Background: an optimization exercise with open tools, aiming at small area, a short achievable clock period and few clock cycles per item. Do not read the settings as production practice.
The RTL was checked by simulation tests, not by an equivalence proof against the original design.
No activity file was given, so power comes from the tool's default toggle rates.

### flow/run.sh
#!/bin/bash
# synth_recipe.tcl (not shown) runs the flow's synth.tcl, then flattens the netlist and writes it again
# the make line also repeats each setting of config.mk as NAME=value (left out here)
make -C /OpenROAD-flow-scripts/flow DESIGN_CONFIG=/design/flow/config.mk WORK_HOME=/design/flow/orfs CLKGATE_MAP_FILE= SYNTH_SCRIPT=/design/flow/synth_recipe.tcl finish
### flow/config.mk
export PLATFORM = sky130hd
export DESIGN_NAME = best_disp_select
export DESIGN_NICKNAME = best_disp_select
export VERILOG_FILES = /design/flow/design.v
export SDC_FILE = /design/flow/constraint.sdc
export NUM_CORES = 4
export LEC_CHECK = 0
export CAP_MARGIN = 20
export CORE_MARGIN = 2
export CORE_UTILIZATION = 40
export SLEW_MARGIN = 20
### flow/constraint.sdc
create_clock -name core_clock -period 12.0 [get_ports {clk}]
set_input_delay 2.4000 -clock core_clock [delete_from_list [all_inputs] [get_ports {clk}]]
set_output_delay 2.4000 -clock core_clock [all_outputs]
set_load 0.01 [all_outputs]
### flow/design.v
module best_disp_select #(
    parameter int unsigned NPIX_LOG2 = 8
) (
    input  logic               clk,
    input  logic               rst,
    input  logic               frame_start,
    input  logic [10:0]        fsum,
    input  logic               valid,
    input  logic               last,
    input  logic [13:0]        g2sum,
    input  logic [10:0]        gsum,
    input  logic [13:0]        fg,
    input  logic [5:0]         place,
    output logic               busy,
    output logic [5:0]         best_place,
    output logic               best_valid,
    output logic               done,
    output logic               overrun
);
    typedef enum logic [2:0] {
        S_IDLE,
        S_M1,
        S_M2,
        S_M3,
        S_M4,
        S_M5,
        S_UPD
    } state_t;
    state_t      r_state;
    logic [10:0] r_fsum;
    logic [10:0] r_gsum;
    logic [13:0] r_fg;
    logic [13:0] r_g2sum;
    logic [5:0]  r_place;
    logic        r_last;
    logic [22:0] r_num;
    logic [22:0] r_den;
    logic [43:0] r_sq_c;
    logic [65:0] r_p4;
    logic [65:0] r_p5;
    logic [43:0] r_sq_b;
    logic [22:0] r_den_b;
    logic        r_busy;
    logic [5:0]  r_best_place;
    logic        r_best_valid;
    logic        r_done;
    logic        r_overrun;
    logic [43:0] w_mul_a;
    logic [22:0] w_mul_b;
    logic [65:0] w_prod;
    logic [22:0] w_fg_sh;
    logic [22:0] w_g2_sh;
    logic        w_accept;
    logic        w_eligible;
    assign w_fg_sh    = 23'(r_fg) << NPIX_LOG2;
    assign w_g2_sh    = 23'(r_g2sum) << NPIX_LOG2;
    assign w_accept   = valid && (frame_start || r_state == S_IDLE);
    assign w_eligible = !r_num[22] && (|r_num) && !r_den[22] && (|r_den);
    always_comb begin
        w_mul_a = '0;
        w_mul_b = '0;
        case (r_state)
            S_M1: begin
                w_mul_a = 44'(r_fsum);
                w_mul_b = 23'(r_gsum);
            end
            S_M2: begin
                w_mul_a = 44'(r_gsum);
                w_mul_b = 23'(r_gsum);
            end
            S_M3: begin
                w_mul_a = 44'(r_num[21:0]);
                w_mul_b = {1'b0, r_num[21:0]};
            end
            S_M4: begin
                w_mul_a = r_sq_c;
                w_mul_b = r_den_b;
            end
            S_M5: begin
                w_mul_a = r_sq_b;
                w_mul_b = r_den;
            end
            default: begin
                w_mul_a = '0;
                w_mul_b = '0;
            end
        endcase
    end
    assign w_prod = {22'b0, w_mul_a} * {43'b0, w_mul_b};
    always_ff @(posedge clk) begin
        if (rst) begin
            r_state      <= S_IDLE;
            r_fsum       <= '0;
            r_gsum       <= '0;
            r_fg         <= '0;
            r_g2sum      <= '0;
            r_place      <= '0;
            r_last       <= 1'b0;
            r_num        <= '0;
            r_den        <= '0;
            r_sq_c       <= '0;
            r_p4         <= '0;
            r_p5         <= '0;
            r_sq_b       <= '0;
            r_den_b      <= '0;
            r_busy       <= 1'b0;
            r_best_place <= '0;
            r_best_valid <= 1'b0;
            r_done       <= 1'b0;
            r_overrun    <= 1'b0;
        end else begin
            r_done <= 1'b0;
            if (w_accept) begin
                r_fsum  <= fsum;
                r_gsum  <= gsum;
                r_fg    <= fg;
                r_g2sum <= g2sum;
                r_place <= place;
                r_last  <= last;
            end
            if (frame_start) begin
                r_best_place <= '0;
                r_best_valid <= 1'b0;
                r_sq_b       <= '0;
                r_den_b      <= '0;
                r_overrun    <= 1'b0;
                r_busy       <= valid;
                r_state      <= valid ? S_M1 : S_IDLE;
            end else begin
                if (valid && r_state != S_IDLE)
                    r_overrun <= 1'b1;
                case (r_state)
                    S_IDLE: begin
                        if (valid) begin
                            r_busy  <= 1'b1;
                            r_state <= S_M1;
                        end
                    end
                    S_M1: begin
                        r_num   <= w_fg_sh - 23'(w_prod[21:0]);
                        r_state <= S_M2;
                    end
                    S_M2: begin
                        r_den   <= w_g2_sh - 23'(w_prod[21:0]);
                        r_state <= S_M3;
                    end
                    S_M3: begin
                        r_sq_c  <= w_prod[43:0];
                        r_state <= S_M4;
                    end
                    S_M4: begin
                        r_p4    <= w_prod;
                        r_state <= S_M5;
                    end
                    S_M5: begin
                        r_p5    <= w_prod;
                        r_state <= S_UPD;
                    end
                    S_UPD: begin
                        if (w_eligible && (!r_best_valid || r_p4 > r_p5)) begin
                            r_best_place <= r_place;
                            r_sq_b       <= r_sq_c;
                            r_den_b      <= r_den;
                            r_best_valid <= 1'b1;
                        end
                        r_done  <= r_last;
                        r_busy  <= 1'b0;
                        r_state <= S_IDLE;
                    end
                    default: begin
                        r_busy  <= 1'b0;
                        r_state <= S_IDLE;
                    end
                endcase
            end
        end
    end
    assign busy       = r_busy;
    assign best_place = r_best_place;
    assign best_valid = r_best_valid;
    assign done       = r_done;
    assign overrun    = r_overrun;
endmodule
==> impl_metrics.json <==
{
  "critical_path_buf_inv_count": 7,
  "hpwl_mm": 131,
  "vias": 40683,
  "synth_top_cells_by_count": "nand2_1 (1393), inv_1 (962), fa_1 (878)",
  "slew_headroom": 0.220,
  "clock-sinks": 359,
  "route.met2.wl_mm": 72.6,
  "dp_cells": 7441,
  "ys_seq_area_frac": 0.146,
  "wirelength_mm": 164,
  "start_kind": "flip-flop",
  "cp_common_cell": "fa_1",
  "clkSlewWorstSetupHoldPaths_ns": 0.07,
  "insertion_delay_ns": 0.58,
  "drt_iter0_drc": 3341,
  "area.growth.synth_to_final_pct": 7.99,
  "gp_congestion": 0.993,
  "path_class": "flip-flop to flip-flop",
  "min_to": "r_den_b[22]",
  "yosysMostFrequentCell": "nand2_1",
  "synth_edf_count": 0,
  "holdBufCountCts": 0,
  "yosysTopAreaCell": "fa_1",
  "n_fill_cell": 12251,
  "setup_violations": 0,
  "worstReg2RegStart": "r_state[1]",
  "min_period_ns": 11.12,
  "synthCells": 5973,
  "worst_pin_slew_ns": 1.14,
  "grt.overflow.total": 0,
  "antenna_found_initial": 4,
  "regToRegSetupSlack_ns": 0.88,
  "track_usage": 0.265,
  "topRoutingLayerUsed": "met5",
  "post-route-cell-area_mm2": 0.0531,
  "hold_viol_final": 0,
  "finalCritPeriodShare": 0.926,
  "via_per_inst": 5.42,
  "antennaDiodeCount": 0,
  "avgSynthCellArea_um2": 8.24,
  "hold_class": "flip-flop to flip-flop",
  "layout.nets": 7074,
  "root_buffer": "clkbuf_16",
  "synth-main-ff-cell": "dfxtp_1",
  "async_flop_share": 0,
  "status": "finished clean",
  "cp-startpoint": "r_state[1]",
  "rows": 128,
  "cts_setup_buffers": 0,
  "cpPeakStageDelay_ns": 0.96,
  "finClkSkew_ns": 0.0320,
  "reg2reg_to": "r_p4[63]",
  "p_per_area_mw_per_mm2": 50.6,
  "placed_cell_area_mm2": 0.0518,
  "crit_slowest_cell": "a2111oi_1",
  "end_kind": "flip-flop",
  "postRouteAntennaNets": 0,
  "hold_depth": 2,
  "io_buffers": 70,
  "netlist_area_mm2": 0.0492,
  "worst_r2r_path_depth": 28,
  "wire_per_inst_um": 21.8,
  "grt_pass1_wl_mm": 256,
  "hp-start": "r_den_b[22]",
  "drv_cap": 0,
  "ys_types": 85,
  "synth_nets": 7191,
  "worst_ep_required_time_ns": 12.45,
  "rsz0062_at_grt": "false",
  "ff_latch_area_mm2": 0.00719,
  "core_area_mm2": 0.122,
  "htree_levels": 2,
  "initial_core_util": 0.404,
  "cp_top_family": "adder cells",
  "drive_above_1_share": 0.0481,
  "cts_inserted_buffers": 37,
  "fp.dieH_um": 355,
  "wl_met3_mm": 12.2,
  "yosysWarnings": 1,
  "synth_area_leaders": "fa_1 (36%), dfxtp_1 (15%), nand2_1 (11%)",
  "dieArea_mm2": 0.126,
  "slew_viol_final": 0,
  "fp.dieW_um": 355,
  "synth_seq_cells": 359,
  "crit_path_max_fanout": 22,
  "final_cell_count_no_fill": 7508,
  "ir_drop_uv": 112,
  "grt_max_degree": 159,
  "clock.fmax_mhz": 90.0,
  "multi_input_area_mm2": 0.0372,
  "ctsResizeCount": 0,
  "dr.pass1.iters": 6,
  "cts_tree": "yes",
  "p_leak_nw": 21.4,
  "synth_top_area_frac": 0.357,
  "grt_pass1_vias": 41474,
  "crit_arrival_ns": 11.56,
  "met1_length_mm": 72.2,
  "clock_path_buffers": 3,
  "tns_ns": 0,
  "num_io_pins": 71,
  "drc": 0
}
## registers in the layout (all words and copies together), names as in the netlist, 14 cells and up
name / count
r_sq_b: 44
r_p5: 66
r_p4: 66
r_g2sum: 14
r_fg: 14
r_den_b: 23
r_sq_c: 44
r_den: 23
r_num: 23
## layout make-up
type                    instances  share of cell area
multi-input cells            4286               0.700
flip-flops and latches        359               0.135
inverters                     962              0.0680
well taps                    1625              0.0383
repair buffers                210              0.0346
clock buffers                  50              0.0197
clock inverters                16             0.00370
## layer usage
layer,up-vias,track usage
met3,275,0.0386
met5,-,0
li1,18327,-
met1,20500,0.377
met2,1575,0.412
met4,6,0.0934
## power by group
part | total, mW | switching [mW] | internal [mW] | leakage (nW)
clock | 1.21 | 0.527 | 0.684 | 0.592
sequential | 1.22 | 0.0178 | 1.21 | 2.90
combinational | 0.250 | 0.157 | 0.0928 | 18.0
total | 2.69 | 0.702 | 1.98 | 21.4
## worst min-delay path, stage by stage (launching register included)
cell	delay, ns
dfxtp_1	0.31
nand2_1	0.05
nor2_1	0.03
## how the worst max path moves through the flow
stage          cells past startpoint         to  slack (ns)
2_1_floorplan                     39  r_den[20]        2.30
3_3_place_gp                      35  r_den[20]        0.92
3_5_place_dp                      26   r_p5[59]        1.14
4_1_cts                           26   r_p4[63]        1.08
5_1_grt                           26   r_p5[59]        0.37
6_report                          28   r_p4[63]        0.88
## stage by stage
stage          utilization  worst slack [ns]  power, mW  hold slack [ns]
4_1_cts              0.436              1.08       2.71            0.432
2_1_floorplan            -              2.30       1.41            0.409
5_1_grt              0.436             0.374       2.77            0.448
3_5_place_dp         0.425              1.14       1.50            0.422
6_report             0.436             0.885       2.69            0.434
3_3_place_gp         0.425             0.920       1.49            0.415
## cell usage in the layout, fill, tap and decap left out, types with 9 or more instances in the layout
master | Yosys | final
a211oi_1 | 19 | 19
and3_1 | 20 | 20
a21oi_1 | 333 | 328
a222oi_1 | 9 | 9
nand2_1 | 1393 | 1391
ha_1 | 279 | 279
mux2_2 | 21 | 21
and2_1 | 47 | 45
xor2_1 | 25 | 25
o311ai_0 | 11 | 11
xnor2_1 | 54 | 54
o21bai_1 | 16 | 16
nor2b_1 | 16 | 14
nand3_1 | 84 | 84
nor4_1 | 14 | 14
nand4_1 | 35 | 35
o21a_1 | 25 | 24
clkdlybuf4s50_1 | 0 | 69
nand2b_1 | 12 | 10
o21ai_1 | 9 | 9
o21ai_0 | 95 | 91
o211ai_1 | 13 | 13
or3_1 | 23 | 22
inv_1 | 962 | 961
buf_4 | 2 | 132
nor2_1 | 341 | 325
clkbuf_16 | 0 | 38
a31oi_1 | 14 | 14
nor2_4 | 0 | 9
o31ai_1 | 16 | 16
dfxtp_1 | 359 | 358
nor3_1 | 108 | 105
mux2i_1 | 133 | 133
a21o_1 | 101 | 101
fa_1 | 878 | 878
## logic make-up after synthesis
| group | count (synthesis) | synth area share |
|---|---|---|
| multiplexers | 154 | 0.0319 |
| AND/OR/NAND/NOR | 2137 | 0.180 |
| XOR/XNOR | 80 | 0.0144 |
| adder cells (fa/ha/maj) | 1160 | 0.429 |
| buffers and inverters | 1328 | 0.102 |
| AO/OA/AOI/OAI | 755 | 0.0969 |
| flip-flops | 359 | 0.146 |
Testbench counts, summed over its fixed seeds: cycles 65,072, items 9,296.

==> afterwards: timing with drivers on the ports <==
In the flow no input, the clock included, has a driving cell. The finished layout below was timed again as built, in two steps. Step 1 sets driving cells, clkbuf_16 on the clock port and buf_2 on the other inputs (assumed; they add their load-dependent delay and slew). Step 2 times the ports against the registers' clock, not the clock port: input delays grow and output delays shrink by t, the midpoint of the rising clock arrivals with the driver on. a / b / c = ideal ports / drivers / drivers and shift; a / b = the first two.
t, ns: 0.627
setup WS [ns]: 0.885 / 0.885 / 0.885
worst setup path at the end: register to register
slew at the worst register clock pin (ns): 0.09 / 0.09
After both steps setup and hold are still met in this run. For this run, drivers alone change the setup slack by 0.000 ns; drivers and shift together by 0.000 ns.
